This is an optimization exercise on Yosys and OpenROAD, whose aim is small area, a short achievable clock period and few clock cycles, not a production implementation. In this exercise RTL edits were held to simulation tests only and were not proved equivalent to the original. No activity file was given, so power comes from the tool's default toggle rates.

build 62:
## ps2_keyboard_to_hid_report
module ps2_keyboard_to_hid_report #(
   parameter int KEY_MAP_BITS = ps2kb_pkg::KEY_MAP_BITS_DEF,
   parameter int REPORT_SLOTS = ps2kb_pkg::REPORT_SLOTS_DEF
) (
   input  wire logic                          clock,
   input  wire logic                          reset,
   input  wire logic                          req_tvalid,
   output logic                               req_tready,
   input  wire logic                          req_tuser,   
   input  wire logic [7:0]                    req_tdata,   
   output logic                               rsp_tvalid,
   input  wire logic                          rsp_tready,
   output logic [ps2kb_pkg::RSP_DATA_W-1:0]   rsp_tdata,
   input  wire logic                          csr_valid,
   output logic                               csr_ready,
   input  wire logic [9:0]                    csr_data     
);
For scale: roughly 1,300 cells after synthesis, about 220 flip-flops, ~91 I/O pins, ~0.013 mm² of cells after synthesis.
export LEC_CHECK = 0
export CAP_MARGIN = 20
export CORE_MARGIN = 2
export CORE_UTILIZATION = 40
export CTS_BUF_LIST = sky130_fd_sc_hd__clkbuf_4 sky130_fd_sc_hd__clkbuf_8
export CTS_CLUSTER_DIAMETER = 50
export CTS_CLUSTER_SIZE = 20
export PLACE_DENSITY = 0.6
export SETUP_SLACK_MARGIN = 5.0
export SLEW_MARGIN = 20
export TNS_END_PERCENT = 10
export BUFFER_PORTS_ARGS = -buffer_cell sky130_fd_sc_hd__buf_2
create_clock -name core_clock -period 8.0 [get_ports {clock}]
standard.sh (not shown) runs the stock make flow with config.mk's settings and CLKGATE_MAP_FILE= SYNTH_SCRIPT=/design/flow/synth_recipe.tcl, a recipe that flattens the netlist after the stock synthesis.
==> flow/flow/run.sh <==
#!/bin/bash
# The standard layout (the standard.sh, all steps), with one change to how it is made:
# the buffers that placement puts on every input and output port are buf_2 cells instead of
# the cell buffer_ports picks by default (a slow clkdlybuf4s50_1).
set -euo pipefail
printf '\nexport BUFFER_PORTS_ARGS = -buffer_cell sky130_fd_sc_hd__buf_2\n' >> config.mk
bash standard.sh > standard.log 2>&1
Testbench counts of build 62, summed over its fixed seeds: cycles 6,924.
Here is what was changed in the inputs of build 78 compared with build 62.
Settings: TNS_END_PERCENT removed (was 10); SETUP_SLACK_MARGIN changed from 5.0 to 5.15.
==> flow/flow/run.sh <==
#!/bin/bash
set -euo pipefail
printf '\nexport BUFFER_PORTS_ARGS = -buffer_cell sky130_fd_sc_hd__buf_2\nexport SETUP_SLACK_MARGIN = 5.15\n' >> config.mk
bash standard.sh > standard.log 2>&1
## What came out
- Compared build 62 against build 78; number of core rows within noise.
- Between build 78 and build 62, it is build 78 whose utilization is higher, by 3.0 points.
- Route | build 78 vs build 62 | wire longer in build 78
- Build 78 vs build 62: final design area excluding fillers up by a few percent
### build 78 -> build 80
Settings: CTS_CLUSTER_DIAMETER: 50 -> unset; CTS_BUF_LIST: sky130_fd_sc_hd__clkbuf_4 sky130_fd_sc_hd__clkbuf_8 -> unset; SETUP_SLACK_MARGIN: 5.15 -> 5.0; CTS_CLUSTER_SIZE: 20 -> unset.
==> flow/flow/run.sh <==
#!/bin/bash
# The standard layout (the standard.sh, all steps), with one change to how it is made:
# the buffers that placement puts on every input and output port are buf_2 cells instead of
# the cell buffer_ports picks by default (a slow clkdlybuf4s50_1).
set -euo pipefail
printf '\nexport BUFFER_PORTS_ARGS = -buffer_cell sky130_fd_sc_hd__buf_2\n' >> config.mk
bash standard.sh > standard.log 2>&1
--- outcome ---
Of build 78 and build 80, build 78 shows the higher count of cells resized by post-cts repair, with build 80 below it.
Build 78 has a higher register-to-register slack than build 80.
Between build 80 and build 78, it is build 80 whose final-stage net count is lower, by 3.5%.
Compared to build 78, build 80 has power share of the combinational group 3.3 points lower.
Build 78 has a lower worst supply voltage drop on vdd than build 80.
The fraction of area in multi-input gates in build 80 was higher than what build 78 gave.
Worst-case setup margin in the final layout in build 80 is 0.13 ns below build 78.
[inputs] build 17 vs build 80
Settings: putting CTS_CLUSTER_SIZE at 20 where nothing was set; putting CTS_BUF_LIST at sky130_fd_sc_hd__clkbuf_4 sky130_fd_sc_hd__clkbuf_8 where nothing was set; swapping 0.6 for 0.55 in PLACE_DENSITY; putting CTS_CLUSTER_DIAMETER at 50 where nothing was set; swapping 40 for 35 in CORE_UTILIZATION.
==> comparison <==
- Cell total after placement was lower in build 80 than in build 17.
- Actual slew at the worst max-slew pin, build 80 and build 17: smaller value in build 80
- Cmp build 80 and build 17 / logic depth of the worst setup path including buffers / lower: build 17
- As far as number of stages on the worst hold path is concerned, build 17 and build 80 perform about the same.
- Measured against each other, build 80 and build 17 differ in first-pass iteration count of the detailed router, the higher figure coming from build 80.
- | reported leakage power | build 17 vs build 80 | about 0.5% lower |
- Final routed wire length divided by cell count went up by a few percent going from build 80 to build 17.
- Compared with build 80, in build 17 met3 routing resource usage after global routing went up by 0.63 points, hold slack ~0 delta.
Input changes introduced in build 30 (baseline for comparison: build 17):
Settings: CORE_UTILIZATION now 40, was 35; PLACE_DENSITY now 0.6, was 0.55.
Findings:
Total power: build 30 below build 17
Going from build 17 to build 30, combinational power shrinks by about 2%.
Diff build 30 and build 17: first-pass GRT wire length higher in build 17
On count of clock buffers in the final design, the higher figure sits with build 17, not build 30.
[compare] base=build 17 new=build 30: wire length on met1 fell by 6.0%; post-route non-filler standard cell count fell by 1.7%; number of violations reported at the end of detailed-routing iteration 0 rose by 107.
The following lists how build 75 was set up differently from build 30:
Settings: PLACE_DENSITY changed from 0.6 to 0.65; CORE_UTILIZATION changed from 40 to 45.
Findings:
- Build 75 went all the way through synthesis, placement and routing and the layout is clean on timing, DRC and antenna.
- Clock skew: lower on build 75
- Final cycle utilization of the critical path: build 75 > build 30
- When the final numbers for build 75 and build 30 were put side by side, the final hold slack turned out to be smaller in build 75.
- Diff build 30 -> build 75: area taken by flip-flops and latches flat; switching component of the power flat; overall power of the completed layout saw an increase; final-layout non-clock buffer area share -0.40 points.
- The die area in build 75 was lower than what build 30 gave.


## run 1
ps2_keyboard_to_hid_report, a different RTL version from the one above (not shown whole).
Size: ~1300 cells after synthesis, ~220 flip-flops, ~91 I/O pins.
export LEC_CHECK = 0
export CAP_MARGIN = 20
export CORE_MARGIN = 2
export CORE_UTILIZATION = 40
export CTS_BUF_LIST = sky130_fd_sc_hd__clkbuf_4 sky130_fd_sc_hd__clkbuf_8
export CTS_CLUSTER_DIAMETER = 50
export CTS_CLUSTER_SIZE = 20
export PLACE_DENSITY = 0.6
export SETUP_SLACK_MARGIN = 5.0
export SLEW_MARGIN = 20
export BUFFER_PORTS_ARGS = -buffer_cell sky130_fd_sc_hd__buf_2
create_clock -name core_clock -period 8.0 [get_ports {clock}]
==> flow/flow/run.sh <==
#!/bin/bash
# The standard layout (the standard.sh, all steps), with one change to how it is made:
# the buffers that placement puts on every input and output port are buf_2 cells instead of
# the cell buffer_ports picks by default (a slow clkdlybuf4s50_1).
set -euo pipefail
printf '\nexport BUFFER_PORTS_ARGS = -buffer_cell sky130_fd_sc_hd__buf_2\n' >> config.mk
bash standard.sh > standard.log 2>&1
Run 1: all stages complete, timing, DRC and antenna checks passed
Testbench counts of run 1, summed over its fixed seeds: cycles 6,924.
### run 1 -> run 2
- clearing CTS_BUF_LIST, which used to be sky130_fd_sc_hd__clkbuf_4 sky130_fd_sc_hd__clkbuf_8
- clearing CTS_CLUSTER_SIZE, which used to be 20
- clearing CTS_CLUSTER_DIAMETER, which used to be 50
- clearing BUFFER_PORTS_ARGS, which used to be -buffer_cell sky130_fd_sc_hd__buf_2
==> flow/run.sh (new file) <==
#!/bin/bash
# synth_recipe.tcl (not shown) runs the flow's synth.tcl, then flattens the netlist and writes it again
# the make line also repeats each setting of config.mk as NAME=value (left out here)
make -C /OpenROAD-flow-scripts/flow DESIGN_CONFIG=/design/flow/config.mk WORK_HOME=/design/flow/orfs CLKGATE_MAP_FILE= SYNTH_SCRIPT=/design/flow/synth_recipe.tcl finish
removed: flow/flow/run.sh
removed: flow/standard.sh
==> run notes <==
Every stage of the flow completed for run 2, and the final layout passed the timing, design-rule and antenna checks. When run 2 is set beside run 1, its via count turns out to be 3.2% larger. The lower data-path buffer share of cell area in the final layout came out of run 1. The more densely filled core belongs to run 2, not run 1. Any difference in synthesized cell count between run 2 and run 1 is small enough to ignore. Clock-buffer cell count, run 1 and run 2, lower one = run 1. There was hardly any difference in final clock period utilization by the worst path between run 1 and run 2. In run 2, number of instances resized during post-cts repair is higher than in run 1.
Modified inputs, run 3 compared to run 2
- putting CTS_BUF_LIST at sky130_fd_sc_hd__clkbuf_8 where nothing was set
Notes after the runs:
The standard cell with the maximum stage delay on the critical path comes out sky130_fd_sc_hd__o21ai_4 in one run and sky130_fd_sc_hd__or4b_1 in the other, namely in run 2 and run 3 respectively.
The maximum frequency on run 2 is in line with that on run 3.
Count of mapped cells out of synthesis: run 3 vs run 2 identical
In run 3, delay of the slowest cell on the worst path is higher than in run 2.
Run 3 -> run 2: final critical-path required period flat
Re initial DRC count: run 2 and run 3 aren't equal, and the lower value belongs to run 2.
Changes observed in run 3 relative to run 2: routed wire length went down, power share of the combinational group went down by 0.2 points.
Changes observed in run 3 relative to run 2: total negative slack about even, met3 layer usage reported by global route higher, critical path depth lower.
For run 2, the launching instance or port of the critical path was rsp_tready, unlike run 3, where it was a_item_ff[7].


ps2_keyboard_to_hid_report with an RTL version that a note above also has.
Size: ~220 flip-flops, ~0.013 mm² of cells after synthesis.
==> flow/config.mk <==
export PLATFORM = sky130hd
export DESIGN_NAME = ps2_keyboard_to_hid_report
export DESIGN_NICKNAME = ps2_keyboard_to_hid_report
export VERILOG_FILES = /design/flow/design.v
export SDC_FILE = /design/flow/constraint.sdc
export NUM_CORES = 4
export LEC_CHECK = 0
export CAP_MARGIN = 20
export CORE_MARGIN = 2
export CORE_UTILIZATION = 40
export CTS_BUF_LIST = sky130_fd_sc_hd__clkbuf_4 sky130_fd_sc_hd__clkbuf_8
export CTS_CLUSTER_DIAMETER = 50
export CTS_CLUSTER_SIZE = 20
export PLACE_DENSITY = 0.6
export SETUP_SLACK_MARGIN = 5.0
export SLEW_MARGIN = 20

export BUFFER_PORTS_ARGS = -buffer_cell sky130_fd_sc_hd__buf_1
==> flow/constraint.sdc <==
create_clock -name core_clock -period 8.0 [get_ports {clock}]
set_input_delay 1.6000 -clock core_clock [delete_from_list [all_inputs] [get_ports {clock}]]
set_output_delay 1.6000 -clock core_clock [all_outputs]
set_load 0.01 [all_outputs]
==> flow/flow/run.sh <==
#!/bin/bash
# The standard layout (the standard.sh, all steps), with one change to how it is made:
# the buffers that placement puts on every input and output port are buf_1 cells instead of
# the cell buffer_ports picks by default (a slow clkdlybuf4s50_1).
set -euo pipefail
printf '\nexport BUFFER_PORTS_ARGS = -buffer_cell sky130_fd_sc_hd__buf_1\n' >> config.mk
bash standard.sh > standard.log 2>&1
The first run ran to the end with no violations.
Testbench counts at the start, summed over its fixed seeds: cycles 6,924.
==> next run, changes <==
==> flow/flow/run.sh (replaced) <==
#!/bin/bash
# The standard layout (the standard.sh, all steps), with one change to how it is made:
# the buffers that placement puts on every input and output port are buf_2 cells instead of
# the cell buffer_ports picks by default (a slow clkdlybuf4s50_1).
set -euo pipefail
printf '\nexport BUFFER_PORTS_ARGS = -buffer_cell sky130_fd_sc_hd__buf_2\n' >> config.mk
bash standard.sh > standard.log 2>&1
- BUFFER_PORTS_ARGS: -buffer_cell sky130_fd_sc_hd__buf_1 -> -buffer_cell sky130_fd_sc_hd__buf_2
- TNS_END_PERCENT: unset -> 0
First-iteration DRC count drops by 16%.
Area after synthesis is unchanged.
Fmax drops by 4.6%.
Sequential share of layout area climbs by 0.88 points.
Final cell count drops by 1.2%.

afterwards: timing with drivers on the ports:
How much do the figures lean on ideal ports? The routed layouts below were timed once more, with nothing changed but the port constraints. Step 1, drivers: a clkbuf_16 drives clock and a buf_2 each remaining input, both assumed. Step 2 times the ports against the registers' clock, not the clock port: input delays grow and output delays shrink by t, the midpoint of the rising clock arrivals with the driver on. Slacks: ideal ports / drivers / drivers and shift; pairs: ideal ports / drivers.
run | t (ns) | setup WS [ns] | clock arrival spread, ns | worst slew at a driven data input, ns
build 62 | 0.629 | 4.837 / 4.837 / 4.350 | 0.050 / 0.051 | 0.04
build 78 | 0.623 | 5.136 / 5.105 / 4.650 | 0.067 / 0.067 | 0.05
build 80 | 0.581 | 5.008 / 5.008 / 4.626 | 0.025 / 0.025 | 0.04
build 17 | 0.658 | 5.052 / 5.004 / 4.506 | 0.054 / 0.054 | 0.04
build 30 | 0.634 | 5.059 / 5.019 / 4.625 | 0.051 / 0.052 | 0.04
build 75 | 0.613 | 5.030 / 5.030 / 4.589 | 0.041 / 0.041 | 0.05
run 1 | 0.621 | 5.031 / 5.040 / 4.439 | 0.020 / 0.020 | 0.04
run 2 | 0.565 | 5.029 / 5.016 / 4.477 | 0.011 / 0.012 | 0.04
run 3 | 0.587 | 5.027 / 5.009 / 4.501 | 0.045 / 0.045 | 0.04
the first run of note 3 | 0.621 | 5.018 / 5.018 / 4.642 | 0.081 / 0.082 | 0.05
the second run of note 3 | 0.629 | 4.874 / 4.874 / 4.438 | 0.050 / 0.051 | 0.04
After both steps setup and hold are still met in every run listed. The setup slack of run 1, which loses most, moves by +0.009 ns with the drivers and by -0.592 ns with both steps.
